What follows belongs to an exercise in optimizing a design on an open flow for small area, a short achievable clock period and few clock cycles; a production flow would make more cautious choices.
No driver is modelled on the clock port, so clock power and skew are understated where the tree is cut down; a real chip needs a root buffer or a tree.
Power figures rest on the tool's default switching activity, not on a simulated workload.

==> flow/design.v (excerpt) <==
module phase_synthesizer #(
  parameter int ADDR_WIDTH  = 11,
  parameter int PHASE_WIDTH = 24,
  parameter int MAG_WIDTH   = 16,
  parameter int RATIO_WIDTH = 16,
  parameter int RATIO_FRAC  = 12
) (
  input  logic                   clock,
  input  logic                   reset,
  input  logic [PHASE_WIDTH-1:0] phase,
  input  logic [PHASE_WIDTH-1:0] phase_last,
  input  logic                   phases_valid,
  input  logic [ADDR_WIDTH-1:0]  k_max,
  input  logic [MAG_WIDTH-1:0]   magnitude,
  input  logic [RATIO_WIDTH-1:0] pitch_ratio,
  output logic [47:0]            m_tdata,
  output logic                   m_tvalid,
  input  logic                   m_tready,
  output logic                   m_tlast,
  output logic [15:0]            m_tuser,
  output logic                   busy,
  output logic [7:0]             dropped_count
);
For scale: about 670 cells after synthesis, ~190 flip-flops, roughly 170 I/O pins.
==> module phase_synthesizer, before the edit <==
module phase_synthesizer #(
  parameter int ADDR_WIDTH  = 11,
  parameter int PHASE_WIDTH = 24,
  parameter int MAG_WIDTH   = 16,
  parameter int RATIO_WIDTH = 16,
  parameter int RATIO_FRAC  = 12
) (
  input  logic                   clock,
  input  logic                   reset,
  input  logic [PHASE_WIDTH-1:0] phase,
  input  logic [PHASE_WIDTH-1:0] phase_last,
  input  logic                   phases_valid,
  input  logic [ADDR_WIDTH-1:0]  k_max,
  input  logic [MAG_WIDTH-1:0]   magnitude,
  input  logic [RATIO_WIDTH-1:0] pitch_ratio,
  output logic [47:0]            m_tdata,
  output logic                   m_tvalid,
  input  logic                   m_tready,
  output logic                   m_tlast,
  output logic [15:0]            m_tuser,
  output logic                   busy,
  output logic [7:0]             dropped_count
);
  logic [23:0] ph_q, pl_q;       
  logic [10:0] k_q;              
  logic        z_q;              
  logic [15:0] r_q, mag_q;
  logic [23:0] sn_acc_q;         
  logic [14:0] ms_q;             
  logic [15:0] mc_q;             
  logic        bw_q, ac_q;       
  logic [5:0]  cyc_q;            
  logic        x_q, p_q;         
  logic        clr_q, op_q;      
  logic        nphase_q, negd_q, accv_q;
  logic        busy_q, tvalid_q, tlast_q;
  logic        cap_q;            
  logic        hit_a_q, hit_b_q, nph_a_q, nph_b_q, nph_c_q;
  logic [10:0] tu_q;
  logic [7:0]  drop_q;
  logic c_rdy;
  assign c_rdy = cyc_q == 6'd61;
  logic dsum, dbor;
  assign dsum = ph_q[0] ^ ~pl_q[0] ^ bw_q;
  assign dbor = (ph_q[0] & ~pl_q[0]) | (ph_q[0] & bw_q) | (~pl_q[0] & bw_q);
  logic        x_d;
  logic [15:0] sin, cin, fsum, fcar;
  logic        vnz;
  assign x_d = busy_q ? (((cyc_q < 6'd10) & k_q[1]) | (~nphase_q & (cyc_q >= 6'd23) & (cyc_q < 6'd59) & ph_q[1]))
                      : (phases_valid & k_max[0]);
  always_comb begin
    for (int j = 0; j < 16; j++) begin
      sin[j] = (j < 15) ? ms_q[j] : 1'b0;
      cin[j] = mc_q[j];
      if (j < 3 && clr_q) begin
        sin[j] = 1'b0;
        cin[j] = 1'b0;
      end
      {fcar[j], fsum[j]} = {1'b0, sin[j]} + {1'b0, cin[j]} + {1'b0, r_q[j] & x_q};
    end
  end
  assign vnz = |{ms_q[2:0], mc_q[2:0]};
  logic aa, ab, asum, acar;
  assign aa   = accv_q & ~(sn_acc_q[0] ^ negd_q);
  assign ab   = p_q & ~nphase_q;
  assign asum = aa ^ ab ^ ac_q;
  assign acar = (aa & ab) | (aa & ac_q) | (ab & ac_q);
  logic [10:0] tn;
  logic        hitn, phitn, fin, adv, load, negstart, updend;
  assign tn      = tu_q + 11'd1;
  logic        up;
  logic [10:0] kstep;
  logic [11:0] kcar;
  assign up = (tu_q[10] | (&tu_q[9:0])) & ~tlast_q;
  always_comb begin
    kcar[0] = 1'b1;
    for (int i = 0; i < 11; i++) begin
      kstep[i]   = k_q[i] ^ kcar[i];
      kcar[i+1]  = kcar[i] & ~(k_q[i] ^ up);
    end
  end
  assign hitn    = z_q;
  assign phitn   = hitn & ~tlast_q;
  assign fin     = tvalid_q & m_tready & tlast_q;
  assign adv     = tvalid_q ? (m_tready & ~tlast_q) : (busy_q & (~tlast_q | (cyc_q >= 6'd26)));
  assign load    = adv & ~(phitn & ~c_rdy);
  assign negstart = tvalid_q & m_tready & ~nph_a_q & ~tu_q[10];
  assign updend  = op_q & (cyc_q == 6'd60) & ~nphase_q;
  always_ff @(posedge clock or posedge reset) begin
    if (reset) cap_q <= 1'b1;
    else if (cap_q) cap_q <= ~phases_valid;
    else if (fin) cap_q <= 1'b1;
  end
  always_ff @(posedge clock) begin
    if (cap_q) begin
      ph_q    <= phase;
      pl_q    <= phase_last;
      k_q     <= k_max;
      r_q     <= pitch_ratio;
      mag_q   <= magnitude;
      bw_q    <= 1'b1;
      cyc_q   <= '0;
      nphase_q <= 1'b0;
      tu_q    <= '1;
      tlast_q <= 1'b1;
    end else begin
      ph_q <= {(cyc_q >= 6'd24) ? ph_q[23] : dsum, ph_q[23:1]};
      pl_q <= {1'b0, pl_q[23:1]};
      bw_q <= dbor;
      if (cyc_q <= 6'd23) k_q <= {p_q, k_q[10:1]};
      else if (clr_q) k_q[10] <= k_q[10] | p_q | vnz;
      else if (cyc_q == 6'd25) k_q <= {1'b0, k_q[9:0] | {10{k_q[10]}}};
      else if (load) k_q <= kstep;
      if (negstart) cyc_q <= 6'd35;
      else if (!c_rdy) cyc_q <= cyc_q + 6'd1;
      if (negstart) nphase_q <= 1'b1;
      if (load) begin
        tu_q    <= tn;
        tlast_q <= &tn;
      end
    end
    p_q   <= fsum[0];
    z_q   <= load ? ((~up & (k_q == 11'h001)) | (up & (k_q == 11'h7FF))) : (k_q == 11'h000);
    clr_q <= busy_q & (cyc_q == 6'd23);
    op_q  <= busy_q & (cyc_q >= 6'd36) & (cyc_q <= 6'd59);
    if (op_q) sn_acc_q <= {~asum, sn_acc_q[23:1]};
    ac_q <= op_q ? acar : negd_q;
  end
  always_ff @(posedge clock) begin
    hit_a_q <= (load & hitn) | (~load & tvalid_q & hit_a_q);
    hit_b_q <= (load & hitn) | (~load & ~cap_q & hit_b_q);
    nph_a_q <= (load & ~phitn) | (~load & (~tvalid_q | nph_a_q));
    nph_b_q <= (load & ~phitn) | (~load & (cap_q | nph_b_q));
    nph_c_q <= (load & ~phitn) | (~load & (fin | nph_c_q));
  end
  always_ff @(posedge clock or posedge reset) begin
    if (reset) begin
      ms_q <= '0;
      mc_q <= '0;
    end else begin
      ms_q <= fsum[15:1];
      mc_q <= fcar;
    end
  end
  always_ff @(posedge clock or posedge reset) begin
    if (reset) begin
      busy_q   <= 1'b0;
      x_q      <= 1'b0;
      tvalid_q <= 1'b0;
      drop_q   <= '0;
      accv_q   <= 1'b0;
      negd_q   <= 1'b0;
    end else begin
      if (phases_valid && busy_q && (drop_q != 8'hFF)) drop_q <= drop_q + 8'd1;
      x_q <= x_d;
      if (!busy_q) busy_q <= phases_valid;
      else if (fin) busy_q <= 1'b0;
      if (fin) tvalid_q <= 1'b0;
      else if (adv) tvalid_q <= load;
      if (updend) accv_q <= 1'b1;
      if (negstart) negd_q <= 1'b1;
      else if (updend) negd_q <= 1'b0;
    end
  end
  assign m_tdata       = {8'h00, mag_q[15:8] & {8{hit_b_q}}, mag_q[7:0] & {8{hit_a_q}},
                          ~(sn_acc_q[23:16] | {8{nph_c_q}}), ~(sn_acc_q[15:8] | {8{nph_b_q}}),
                          ~(sn_acc_q[7:0] | {8{nph_a_q}})};
  assign m_tvalid      = tvalid_q;
  assign m_tlast       = tlast_q;
  assign m_tuser       = {5'h00, tu_q};
  assign busy          = busy_q;
  assign dropped_count = drop_q;
endmodule
export LEC_CHECK = 0
export CAP_MARGIN = 20
export CORE_MARGIN = 2
export CORE_UTILIZATION = 50
export SETUP_SLACK_MARGIN = 4.55
export SLEW_MARGIN = 20
create_clock -name core_clock -period 7.0 [get_ports {clock}]
standard.sh (not shown) runs the stock make flow with config.mk's settings and CLKGATE_MAP_FILE= SYNTH_SCRIPT=/design/flow/synth_recipe.tcl, a recipe that flattens the netlist after the stock synthesis.
==> flow/flow/run.sh <==
#!/bin/bash
set -euo pipefail
here=$(pwd)
export BUFFER_PORTS_ARGS="-buffer_cell sky130_fd_sc_hd__buf_1"
export SKIP_REPAIR_TIE_FANOUT=1
export PRE_CTS_TCL="$here/flow/pre_cts.tcl"
bash standard.sh finish > standard_make.log 2>&1
Other scripts of this flow, unchanged in this note and not shown: flow/flow/mycts.tcl, flow/flow/pre_cts.tcl
Change:
--- a/flow/design.v
+++ b/flow/design.v
@@ -20,25 +20,25 @@
   output logic [15:0]            m_tuser,
   output logic                   busy,
   output logic [7:0]             dropped_count
 );
   logic [23:0] ph_q, pl_q;       
   logic [10:0] k_q;              
-  logic        z_q;              
-  logic [15:0] r_q, mag_q;
+  logic [15:0] r_q;
+  logic [15:0] magn_q;           
   logic [23:0] sn_acc_q;         
   logic [14:0] ms_q;             
   logic [15:0] mc_q;             
   logic        bw_q, ac_q;       
   logic [5:0]  cyc_q;            
   logic        x_q, p_q;         
   logic        clr_q, op_q;      
   logic        nphase_q, negd_q, accv_q;
   logic        busy_q, tvalid_q, tlast_q;
   logic        cap_q;            
-  logic        hit_a_q, hit_b_q, nph_a_q, nph_b_q, nph_c_q;
+  logic        nh_a_q, nh_b_q, nh_c_q, nph_a_q, nph_b_q, nph_c_q;
   logic [10:0] tu_q;
   logic [7:0]  drop_q;
   logic c_rdy;
   assign c_rdy = cyc_q == 6'd61;
   logic dsum, dbor;
   assign dsum = ph_q[0] ^ ~pl_q[0] ^ bw_q;
@@ -65,24 +65,13 @@
   assign ab   = p_q & ~nphase_q;
   assign asum = aa ^ ab ^ ac_q;
   assign acar = (aa & ab) | (aa & ac_q) | (ab & ac_q);
   logic [10:0] tn;
   logic        hitn, phitn, fin, adv, load, negstart, updend;
   assign tn      = tu_q + 11'd1;
-  logic        up;
-  logic [10:0] kstep;
-  logic [11:0] kcar;
-  assign up = (tu_q[10] | (&tu_q[9:0])) & ~tlast_q;
-  always_comb begin
-    kcar[0] = 1'b1;
-    for (int i = 0; i < 11; i++) begin
-      kstep[i]   = k_q[i] ^ kcar[i];
-      kcar[i+1]  = kcar[i] & ~(k_q[i] ^ up);
-    end
-  end
-  assign hitn    = z_q;
+  assign hitn    = (~tn[10] & (tn[9:0] == k_q[9:0])) | (tu_q[10] & (tu_q[9:0] == ~k_q[9:0]));
   assign phitn   = hitn & ~tlast_q;
   assign fin     = tvalid_q & m_tready & tlast_q;
   assign adv     = tvalid_q ? (m_tready & ~tlast_q) : (busy_q & (~tlast_q | (cyc_q >= 6'd26)));
   assign load    = adv & ~(phitn & ~c_rdy);
   assign negstart = tvalid_q & m_tready & ~nph_a_q & ~tu_q[10];
   assign updend  = op_q & (cyc_q == 6'd60) & ~nphase_q;
@@ -94,44 +83,45 @@
   always_ff @(posedge clock) begin
     if (cap_q) begin
       ph_q    <= phase;
       pl_q    <= phase_last;
       k_q     <= k_max;
       r_q     <= pitch_ratio;
-      mag_q   <= magnitude;
+      magn_q  <= ~magnitude;
       bw_q    <= 1'b1;
       cyc_q   <= '0;
       nphase_q <= 1'b0;
       tu_q    <= '1;
       tlast_q <= 1'b1;
     end else begin
       ph_q <= {(cyc_q >= 6'd24) ? ph_q[23] : dsum, ph_q[23:1]};
       pl_q <= {1'b0, pl_q[23:1]};
       bw_q <= dbor;
       if (cyc_q <= 6'd23) k_q <= {p_q, k_q[10:1]};
-      else if (clr_q) k_q[10] <= k_q[10] | p_q | vnz;
-      else if (cyc_q == 6'd25) k_q <= {1'b0, k_q[9:0] | {10{k_q[10]}}};
-      else if (load) k_q <= kstep;
+      else begin
+        k_q[9:0] <= k_q[9:0] | {10{k_q[10]}};
+        if (clr_q) k_q[10] <= k_q[10] | p_q | vnz;
+      end
       if (negstart) cyc_q <= 6'd35;
       else if (!c_rdy) cyc_q <= cyc_q + 6'd1;
       if (negstart) nphase_q <= 1'b1;
       if (load) begin
         tu_q    <= tn;
         tlast_q <= &tn;
       end
     end
     p_q   <= fsum[0];
-    z_q   <= load ? ((~up & (k_q == 11'h001)) | (up & (k_q == 11'h7FF))) : (k_q == 11'h000);
     clr_q <= busy_q & (cyc_q == 6'd23);
     op_q  <= busy_q & (cyc_q >= 6'd36) & (cyc_q <= 6'd59);
     if (op_q) sn_acc_q <= {~asum, sn_acc_q[23:1]};
     ac_q <= op_q ? acar : negd_q;
   end
   always_ff @(posedge clock) begin
-    hit_a_q <= (load & hitn) | (~load & tvalid_q & hit_a_q);
-    hit_b_q <= (load & hitn) | (~load & ~cap_q & hit_b_q);
+    nh_a_q  <= (load & ~hitn) | (~load & (~tvalid_q | nh_a_q));
+    nh_b_q  <= (load & ~hitn) | (~load & (cap_q | nh_b_q));
+    nh_c_q  <= (load & ~hitn) | (~load & (fin | nh_c_q));
     nph_a_q <= (load & ~phitn) | (~load & (~tvalid_q | nph_a_q));
     nph_b_q <= (load & ~phitn) | (~load & (cap_q | nph_b_q));
     nph_c_q <= (load & ~phitn) | (~load & (fin | nph_c_q));
   end
   always_ff @(posedge clock or posedge reset) begin
     if (reset) begin
@@ -159,13 +149,14 @@
       else if (adv) tvalid_q <= load;
       if (updend) accv_q <= 1'b1;
       if (negstart) negd_q <= 1'b1;
       else if (updend) negd_q <= 1'b0;
     end
   end
-  assign m_tdata       = {8'h00, mag_q[15:8] & {8{hit_b_q}}, mag_q[7:0] & {8{hit_a_q}},
+  assign m_tdata       = {8'h00, ~(magn_q[15:11] | {5{nh_c_q}}), ~(magn_q[10:5] | {6{nh_b_q}}),
+                          ~(magn_q[4:0] | {5{nh_a_q}}),
                           ~(sn_acc_q[23:16] | {8{nph_c_q}}), ~(sn_acc_q[15:8] | {8{nph_b_q}}),
                           ~(sn_acc_q[7:0] | {8{nph_a_q}})};
   assign m_tvalid      = tvalid_q;
   assign m_tlast       = tlast_q;
   assign m_tuser       = {5'h00, tu_q};
   assign busy          = busy_q;
- routed wire length came out higher by about 0.32%
- maximum frequency came out higher by 1.9%
- synthesized cell count came out higher by 2.9%
- total power came out higher by about 15%
- area after synthesis came out lower by 0.81%
- core utilization came out higher by 1.0 points
- design area came out higher by about 1%
- global-route usage barely changes
- clock power came out higher by about 1%
- die area came out lower by 0.79%
- sequential share of layout area came out lower by 1.4 points
- worst setup slack is better by 0.047 ns
- combinational power came out higher by 38%
No functional check of the RTL was part of any run of this note. In every run of this note, the design's own scripts or RTL, not TritonCTS, make the clock network.

## separate check: timing with driven ports
In the flow no input, the clock included, has a driving cell. The finished layouts below were timed again as built, in two steps.
Step 1, drivers: a clkbuf_16 drives clock and a buf_2 each remaining input, both assumed.
Step 2 also shifts input and output timing later by t, the mid clock arrival at the registers, as if the neighbouring blocks saw the same clock.
a / b / c = ideal ports / drivers / drivers and shift; a / b = the first two.
run | t (ns) | setup WS [ns] | worst setup path at the end
the first run | 0.363 | 4.498 / 4.426 / 4.383 | input to register
the second run | 0.366 | 4.545 / 4.477 / 4.322 | input to register
After both steps every run listed still meets setup and hold. The setup slack of the second run, which loses most, moves by -0.068 ns with the drivers and by -0.223 ns with both steps.
